This design comes from an exercise in tuning for small area, a short achievable clock period and few clock cycles per item on the open sky130 flow, not from production work. Only simulation tests tie the RTL to the original design; equivalence was not proved. Power is estimated from default activity; no workload was simulated.

==> design/flow/design.v <==
`default_nettype none
package sparcPkg;
    typedef logic [31:0] instWord_t;                   
    typedef logic [31:0] dataWord_t;                   
    typedef logic [3:0]  aluOp_t;                      
    typedef logic [1:0]  memSize_t;                    
    typedef logic [2:0]  creditCnt_t;                  
    localparam aluOp_t AluAdd   = 4'b0000;
    localparam aluOp_t AluAddx  = 4'b0001;             
    localparam aluOp_t AluSub   = 4'b0010;
    localparam aluOp_t AluSubx  = 4'b0011;             
    localparam aluOp_t AluAnd   = 4'b0100;
    localparam aluOp_t AluOr    = 4'b0101;
    localparam aluOp_t AluXor   = 4'b0110;
    localparam aluOp_t AluXnor  = 4'b0111;
    localparam aluOp_t AluAndn  = 4'b1000;
    localparam aluOp_t AluOrn   = 4'b1001;
    localparam aluOp_t AluSll   = 4'b1010;
    localparam aluOp_t AluSrl   = 4'b1011;
    localparam aluOp_t AluSra   = 4'b1100;
    localparam aluOp_t AluPassB = 4'b1110;             
    localparam logic [1:0] OpArith  = 2'b10;
    localparam logic [1:0] OpMem    = 2'b11;
    localparam logic [2:0] OpSethi2 = 3'b100;          
    localparam memSize_t SizeByte = 2'd0;
    localparam memSize_t SizeHalf = 2'd1;
    localparam memSize_t SizeWord = 2'd2;
    localparam int         QueueDepth = 2;             
    localparam creditCnt_t OutCredits = 3'd4;          
    typedef struct packed {
        logic n;
        logic z;
        logic v;
        logic c;
    } iccFlags_t;
    typedef struct packed {
        logic     isMem;
        logic     isStore;
        memSize_t size;
        logic     signExt;                             
    } memCtrl_t;
    typedef struct packed {
        instWord_t inst;
        dataWord_t operandA;
        dataWord_t operandB;
    } issueSlot_t;
    typedef struct packed {
        aluOp_t    aluOp;
        logic      setsCc;
        memCtrl_t  memCtrl;
        dataWord_t operandA;
        dataWord_t operandB;
    } decodedInst_t;
    typedef struct packed {
        dataWord_t data;
        iccFlags_t icc;                                
        memCtrl_t  memCtrl;
    } result_t;
endpackage
`default_nettype wire
`timescale 1ns/1ps
`default_nettype none
module sparcAlu (
    input  wire logic [31:0] a,
    input  wire logic [31:0] b,
    input  wire logic        arith,
    input  wire logic        logicOp,
    input  wire logic        shift,
    input  wire logic        passB,
    input  wire logic        invB,
    input  wire logic        useCarry,
    input  wire logic [1:0]  logicSel,
    input  wire logic [1:0]  shiftSel,
    input  wire logic        carryIn,
    output logic [31:0]      y,
    output logic [3:0]       flags             
);
    logic [31:0] bx;
    logic        cin;
    logic [32:0] sum;
    logic [31:0] lres;
    logic [31:0] sres;
    logic        zAdd;
    logic        zLog;
    logic        v;
    logic        c;
    assign bx  = invB ? ~b : b;
    assign cin = (invB && arith) ^ (useCarry && carryIn);
    assign sum = {1'b0, a} + {1'b0, bx} + {32'd0, cin};
    assign zAdd = (((a ^ bx) ^ {(a[30:0] | bx[30:0]), cin}) == 32'd0);
    always_comb begin
        case (logicSel)
            2'b01:   lres = a & bx;
            2'b10:   lres = a | bx;
            default: lres = a ^ bx;
        endcase
    end
    assign zLog = (lres == 32'd0);
    always_comb begin
        case (shiftSel)
            2'b01:   sres = a << b[4:0];
            2'b10:   sres = a >> b[4:0];
            default: sres = $signed(a) >>> b[4:0];
        endcase
    end
    always_comb begin
        if (logicOp)    y = lres;
        else if (shift) y = sres;
        else if (passB) y = b;
        else            y = sum[31:0];
    end
    assign v = arith && (a[31] == bx[31]) && (a[31] != sum[31]);
    assign c = arith && (sum[32] ^ invB);        
    assign flags = {y[31], logicOp ? zLog : zAdd, v, c};
endmodule
`default_nettype wire
`timescale 1ns/1ps
`default_nettype none
module instQueue (
    input  wire logic        Clk,
    input  wire logic        rstN,
    input  wire logic        push,
    input  wire logic [40:0] din,
    input  wire logic        pop,
    output logic             headValid,
    output logic [40:0]      head
);
    logic [40:0] slot0;
    logic [40:0] slot1;
    logic        wrPtr;
    logic        rdPtr;
    logic        full0;
    logic        full1;
    always_ff @(posedge Clk) begin
        if (push && !wrPtr) slot0 <= din;
        if (push &&  wrPtr) slot1 <= din;
    end
    always_ff @(posedge Clk or negedge rstN) begin
        if (!rstN) begin
            wrPtr <= 1'b0;
            rdPtr <= 1'b0;
            full0 <= 1'b0;
            full1 <= 1'b0;
        end else begin
            if (push) wrPtr <= ~wrPtr;
            if (pop)  rdPtr <= ~rdPtr;
            if ((push && !wrPtr) || (pop && !rdPtr)) full0 <= push && !wrPtr;
            if ((push &&  wrPtr) || (pop &&  rdPtr)) full1 <= push && wrPtr;
        end
    end
    assign headValid = rdPtr ? full1 : full0;
    assign head      = rdPtr ? slot1 : slot0;
endmodule
`default_nettype wire
`timescale 1ns/1ps
`default_nettype none
module decodeStage (
    input  wire logic [31:0]     inst,
    output logic                 arith,        
    output logic                 logicOp,      
    output logic                 shift,        
    output logic                 passB,        
    output logic                 invB,         
    output logic                 useCarry,     
    output logic [1:0]           logicSel,     
    output logic [1:0]           shiftSel,     
    output logic                 setsCc,
    output logic [4:0]           memCtrl
);
    logic [1:0] op;
    logic [5:0] op3;
    logic       grp;
    assign op  = inst[31:30];
    assign op3 = inst[24:19];
    always_comb begin
        case (op3[3:0])
            4'b0000, 4'b1000, 4'b0100, 4'b1100,
            4'b0001, 4'b0101, 4'b0010, 4'b0110,
            4'b0011, 4'b0111: grp = (op == 2'b10) && !op3[5];
            default:          grp = 1'b0;
        endcase
    end
    assign logicSel = op3[1:0];
    assign arith    = grp && (op3[1:0] == 2'b00);
    assign logicOp  = grp && (op3[1:0] != 2'b00);
    assign invB     = grp && op3[2];
    assign useCarry = grp && op3[3];
    assign setsCc   = grp && op3[4];
    assign shift    = (op == 2'b10) && (op3[5:2] == 4'b1001) && (op3[1:0] != 2'b00);
    assign shiftSel = op3[1:0];
    assign passB    = (op == 2'b00) && (inst[24:22] == 3'b100);
    always_comb begin
        memCtrl = 5'b00000;
        if (op == 2'b11) begin
            case (op3)
                6'b001001: memCtrl = 5'b10001;  
                6'b001010: memCtrl = 5'b10011;  
                6'b000000: memCtrl = 5'b10100;  
                6'b000001: memCtrl = 5'b10000;  
                6'b000010: memCtrl = 5'b10010;  
                6'b000011: memCtrl = 5'b10100;  
                6'b001101: memCtrl = 5'b10000;  
                6'b001111: memCtrl = 5'b10100;  
                6'b000101: memCtrl = 5'b11000;  
                6'b000110: memCtrl = 5'b11010;  
                6'b000100: memCtrl = 5'b11100;  
                6'b000111: memCtrl = 5'b11100;  
                default:   memCtrl = 5'b00000;
            endcase
        end
    end
endmodule
`default_nettype wire
`timescale 1ns/1ps
`default_nettype none
module executeStage (
    input  wire logic        Clk,
    input  wire logic        rstN,
    input  wire logic        instValid,
    input  wire logic [31:0] instIn,
    input  wire logic [31:0] operandA,
    input  wire logic [31:0] operandB,
    output logic [40:0]      result
);
    logic        arith, logicOp, shift, passB, invB, useCarry, setsCc;
    logic [1:0]  logicSel, shiftSel;
    logic [4:0]  memCtrl;
    logic [31:0] y;
    logic [3:0]  flags;
    logic [3:0]  iccReg;
    logic [3:0]  iccNext;
    decodeStage u_decode (
        .inst(instIn), .arith, .logicOp, .shift, .passB, .invB, .useCarry,
        .logicSel, .shiftSel, .setsCc, .memCtrl
    );
    sparcAlu u_alu (
        .a(operandA), .b(operandB), .arith, .logicOp, .shift, .passB, .invB, .useCarry,
        .logicSel, .shiftSel, .carryIn(iccReg[0]), .y, .flags
    );
    assign iccNext = setsCc ? flags : iccReg;
    assign result  = {y, iccNext, memCtrl};
    always_ff @(posedge Clk or negedge rstN) begin
        if (!rstN) begin
            iccReg <= 4'd0;
        end else if (instValid) begin
            iccReg <= iccNext;
        end
    end
endmodule
`default_nettype wire
`timescale 1ns/1ps
`default_nettype none
module sparcPipe (
    input  wire logic                Clk,
    input  wire logic                rstN,
    input  wire logic                instValid,
    input  wire sparcPkg::instWord_t instIn,
    input  wire sparcPkg::dataWord_t operandA,
    input  wire sparcPkg::dataWord_t operandB,
    input  wire logic                resCredit,
    output logic                     instCredit,
    output logic                     resValid,
    output sparcPkg::result_t        resOut
);
    logic [40:0]          result;
    logic                 headValid;
    sparcPkg::creditCnt_t creditCnt;
    executeStage u_execute (
        .Clk, .rstN, .instValid, .instIn, .operandA, .operandB, .result
    );
    instQueue u_queue (
        .Clk, .rstN, .push(instValid), .din(result), .pop(resValid),
        .headValid, .head(resOut)
    );
    assign resValid   = headValid && (creditCnt != '0);
    assign instCredit = resValid;
    always_ff @(posedge Clk or negedge rstN) begin
        if (!rstN) begin
            creditCnt <= sparcPkg::OutCredits;
        end else begin
            creditCnt <= creditCnt - sparcPkg::creditCnt_t'(resValid)
                         + sparcPkg::creditCnt_t'(resCredit);
        end
    end
endmodule
`default_nettype wire
==> design/flow/run.sh <==
#!/bin/bash
# synth_recipe.tcl (not shown) runs the flow's synth.tcl, then flattens the netlist and writes it again
# the make line also repeats each setting of config.mk as NAME=value (left out here)
make -C /OpenROAD-flow-scripts/flow DESIGN_CONFIG=/design/flow/config.mk WORK_HOME=/design/flow/orfs CLKGATE_MAP_FILE= SYNTH_SCRIPT=/design/flow/synth_recipe.tcl finish
==> design/flow/config.mk <==
export PLATFORM = sky130hd
export DESIGN_NAME = sparcPipe
export DESIGN_NICKNAME = sparcPipe
export VERILOG_FILES = /design/flow/design.v
export SDC_FILE = /design/flow/constraint.sdc
export NUM_CORES = 4
export LEC_CHECK = 0
export CAP_MARGIN = 35
export CORE_MARGIN = 2
export CORE_UTILIZATION = 40
export SLEW_MARGIN = 20
==> design/flow/constraint.sdc <==
create_clock -name core_clock -period 5.5 [get_ports {Clk}]
set_input_delay 1.1000 -clock core_clock [delete_from_list [all_inputs] [get_ports {Clk}]]
set_output_delay 1.1000 -clock core_clock [all_outputs]
set_load 0.01 [all_outputs]
==> flow_summary.toml <==
[floorplan]
die_x_um = 182.7
initial_utilization_pct = 40.59
coreArea_um2 = 31470
dieHeight_um = 182.7
die_area_um2 = 33380
rows = 65
ios = 143

[setup_path]
slowest_delay_ns = 0.55
cp-end-kind = "register"
critPathRequiredTime_ns = 5.59
arrival_ns = 5.40
crit_type = "input pin to register"
crit_chain = "clkdlybuf4s50_1 -> inv_1 -> buf_4 -> ha_2 -> o21bai_1 -> and2_1 -> nand2_2 -> xnor2_1 -> fa_1 -> fa_1 -> a211o_1 -> a211oi_4 -> buf_4 -> a2bb2oi_4 -> a21oi_1 -> o21ai_1 -> o21ai_0 -> xor2_1 -> a211o_1"
worstPathMaxFanout = 4
crit_slowest_cell = "clkdlybuf4s50_1"
start_kind = "input pin"

[sta]
drv_slew = 0
max_freq_mhz = 188.3
finalSetupTns_ns = 0
worst_slack_ns = 0.1897
hold_violations = 0
min_period_ns = 5.310
final.period_utilization_pct = 96.55
skew_ns = 0.009057
slew_headroom_pct = 38.07
setup_violations = 0
tightest_slew_ns = 0.9280
rsz0062_at_grt = "false"

[synthesis]
synth-async-reset-ratio_pct = 11.83
ys_types = 91
synth_enable_flop_cells = 82
synth-adder-area-share_pct = 7.423
synthXorXnorAreaFrac_pct = 6.513
ys_seq_area_share_pct = 21.44
synth_ff_type = "edfxtp_1"
syn_nets = 1700
synth_compound_area_share_pct = 22.64
syn_area_um2 = 12780
yosysWarnings = 5
synth_cells = 1526
yosys_register_bits = 93
synth.avg_cell_area_um2 = 8.372
yosys.area_share.simple_pct = 14.35
synth_top_family_by_area = "compound AO/OA/AOI/OAI gates"
muxShareOfSynthArea_pct = 19.81

[pwr]
ir_drop_v = 0.0001893
power.static_leakage_uw = 0.006607
powerDensity_nw_per_um2 = 253.7

[global_route]
overflow = 0
first_global_vias = 12650
track_usage_pct = 32.08
antenna_found_initial = 1
grt_max_degree = 78
grt_pass1_wl_mm = 80.88

[job]
cap_violations = 0

[placement]
post-place-ws_ns = -0.2928
io_buffers = 118
place_inst = 2144
hpwl_mm = 43.05
place.gp.congestion = 1.039

[layout]
drive_above_1_share_pct = 23.86
fin_nets = 1929
final_cell_mix = "buf_4 (221), nand2_1 (171), nor2_1 (129)"
fin_cells = 2162
area_delta_synth_final_pct = 24.64
layout_commonest_cell = "buf_4"
fill_cells = 3031
antennaDiodeCount = 0
final_util_pct = 50.59

[clocking]
clkLatencyLatePin_ns = 0.34
clk_pin_slew_ns = 0.07
cts_buffer_depth = 2
hold_buffers = 0
cts.sinks = 93
clockRootBuffer = "clkbuf_16"
htree_levels = 3
cts_tree = "built"
numCtsBuffers = 9

[detailed_routing]
route.detailed.vias_per_inst = 6.100
drc = 0
dr.pass1.iters = 6
antenna_left = 0
wl_per_cell_um = 25.05
routed_wl_mm = 54.16
vias = 13190
drt_iter0_markers = 1595

[status]
status = "timing/DRC/antenna clean"

[min_path]
holdCritPathClass = "register to register"
layout make-up:
| cell class | count | area [µm²] | area share, % |
|---|---|---|---|
| Clock buffer | 10 | 229.0 | 1.438 |
| Clock inverter | 6 | 93.84 | 0.5893 |
| Inverter | 86 | 322.8 | 2.027 |
| Multi-Input combinational cell | 1220 | 9096 | 57.12 |
| Sequential cell | 93 | 2740 | 17.21 |
| Tap cell | 402 | 503.0 | 3.159 |
| Timing Repair Buffer | 345 | 2939 | 18.46 |
power by group:
group	internal (µW)	switching, µW
clock network	402	261
logic	1080	1210
registers	1010	79.9
worst paths after layout:
kind	start	to	slack [ns]	cells after the start
setup reg to reg	u_execute.iccReg[0]	u_queue.slot1[35]	1.59	14
hold / removal	u_queue.full1	u_queue.rdPtr	0.49	1
setup / recovery	instIn[19]	u_queue.slot1[35]	0.19	19
hold reg to reg	u_queue.full1	u_queue.rdPtr	0.49	1
max in group asynchronous	rstN	u_queue.rdPtr	3.96	1
min in group asynchronous	rstN	creditCnt[1]	1.13	1
worst max-delay path: cells and delay by family:
family | cells | cell delay (ns)
AO/OA/AOI/OAI | 8 | 1.70
adder cells (fa/ha/maj) | 3 | 1.03
buffers and inverters | 4 | 0.95
AND/OR/NAND/NOR | 2 | 0.31
XOR/XNOR | 2 | 0.30
layer usage:
| layer | track usage [%] | wire length (µm) |
|---|---|---|
| met1 | 45.07 | 23350 |
| met3 | 3.612 | 4677 |
| met5 | 0 | 20 |
| met2 | 50.28 | 23780 |
| met4 | 12.87 | 2330 |
cells by family (layout without fill, tap and decap cells):
group	after synthesis	after routing
buf+inv	213	447
xor+xnor	95	95
simple gates	414	414
fa+ha+maj	74	74
flops	93	93
mux	193	193
compound gates	444	444
stage by stage:
| stage | instance area [µm²] | power, µW | hold WS, ns |
|---|---|---|---|
| 2_1_floorplan | 12780 | 2315 | 0.4431 |
| 3_3_place_gp | 15490 | 3301 | 0.4543 |
| 3_5_place_dp | 15540 | 3349 | 0.4611 |
| 4_1_cts | 15860 | 4026 | 0.4791 |
| 5_1_grt | 15920 | 4251 | 0.5162 |
| 6_report | 15920 | 4040 | 0.4928 |
what timing repair did:
item	in CTS	in global routing
gates resized for setup	0	11
endpoints found under the setup margin	0	31
setup buffers	0	1
synth_stat cells (5+ instances only):
cell type  count  share of area, %
o21ai_1       11              0.43
buf_2         55               2.2
a21o_1        22               1.3
a211o_1        5              0.34
nor2b_1        8              0.39
mux2i_1       59               4.6
nand3_1       12              0.47
buf_1         11              0.32
buf_4          9              0.53
edfxtp_1      82                19
dfrtp_1       10               2.0
mux4_2        37               6.5
o221ai_1      15               1.0
ha_1          71               7.0
a221oi_1      11              0.75
nand2_1      171               5.0
nor2_1       130               3.8
nor3_1        18              0.71
a21oi_1      111               4.3
a31oi_1       16              0.78
o21ai_0      119               4.7
inv_1         83               2.4
buf_6         13               1.1
xnor2_1       50               3.4
nor4_1        13              0.64
and2_1         8              0.39
o22ai_1       21               1.0
a211oi_1      15              0.88
o31ai_1       14              0.82
o21bai_1       5              0.29
xor2_1        45               3.1
mux2_2        96               8.5
nand4_1       21               1.0
o21a_1         6              0.35
o211ai_1      18               1.1
clkbuf_1      39               1.1
flip-flops by register name, indices dropped and copies added (netlist names):
name / flops
u_queue.slot1: 41
u_queue.slot0: 41
u_queue.full0: 1
creditCnt: 3
u_queue.rdPtr: 1
u_queue.full1: 1
u_queue.wrPtr: 1
u_execute.iccReg: 4
Testbench counts, summed over its fixed seeds: cycles 3,208, items 3,200.

==> static timing again, ports no longer ideal <==
How much do the figures lean on ideal ports? The routed layout below was timed once more, with nothing changed but the port constraints.
Step 1 (the two cells are an assumption about what drives the block):
set clk [get_ports {Clk}]
set_driving_cell -lib_cell sky130_fd_sc_hd__clkbuf_16 $clk
set_driving_cell -lib_cell sky130_fd_sc_hd__buf_2 [delete_from_list [all_inputs] $clk]
Step 2 also shifts input and output timing later by t, the mid clock arrival at the registers, as if the neighbouring blocks saw the same clock.
a / b / c = ideal / step 1 / step 2; a / b = the first two.
t (ns): 0.378
slack for setup (ns): 0.190 / 0.197 / -0.181
hold WS [ns]: 0.493 / 0.493 / 0.493
latest minus earliest clock arrival (ns): 0.011 / 0.010
slew at the worst register clock pin (ns): 0.07 / 0.07
Met with ideal ports but missed after step 2: setup timing in this run. The setup slack of this run moves by +0.007 ns with the drivers and by -0.371 ns with both steps.
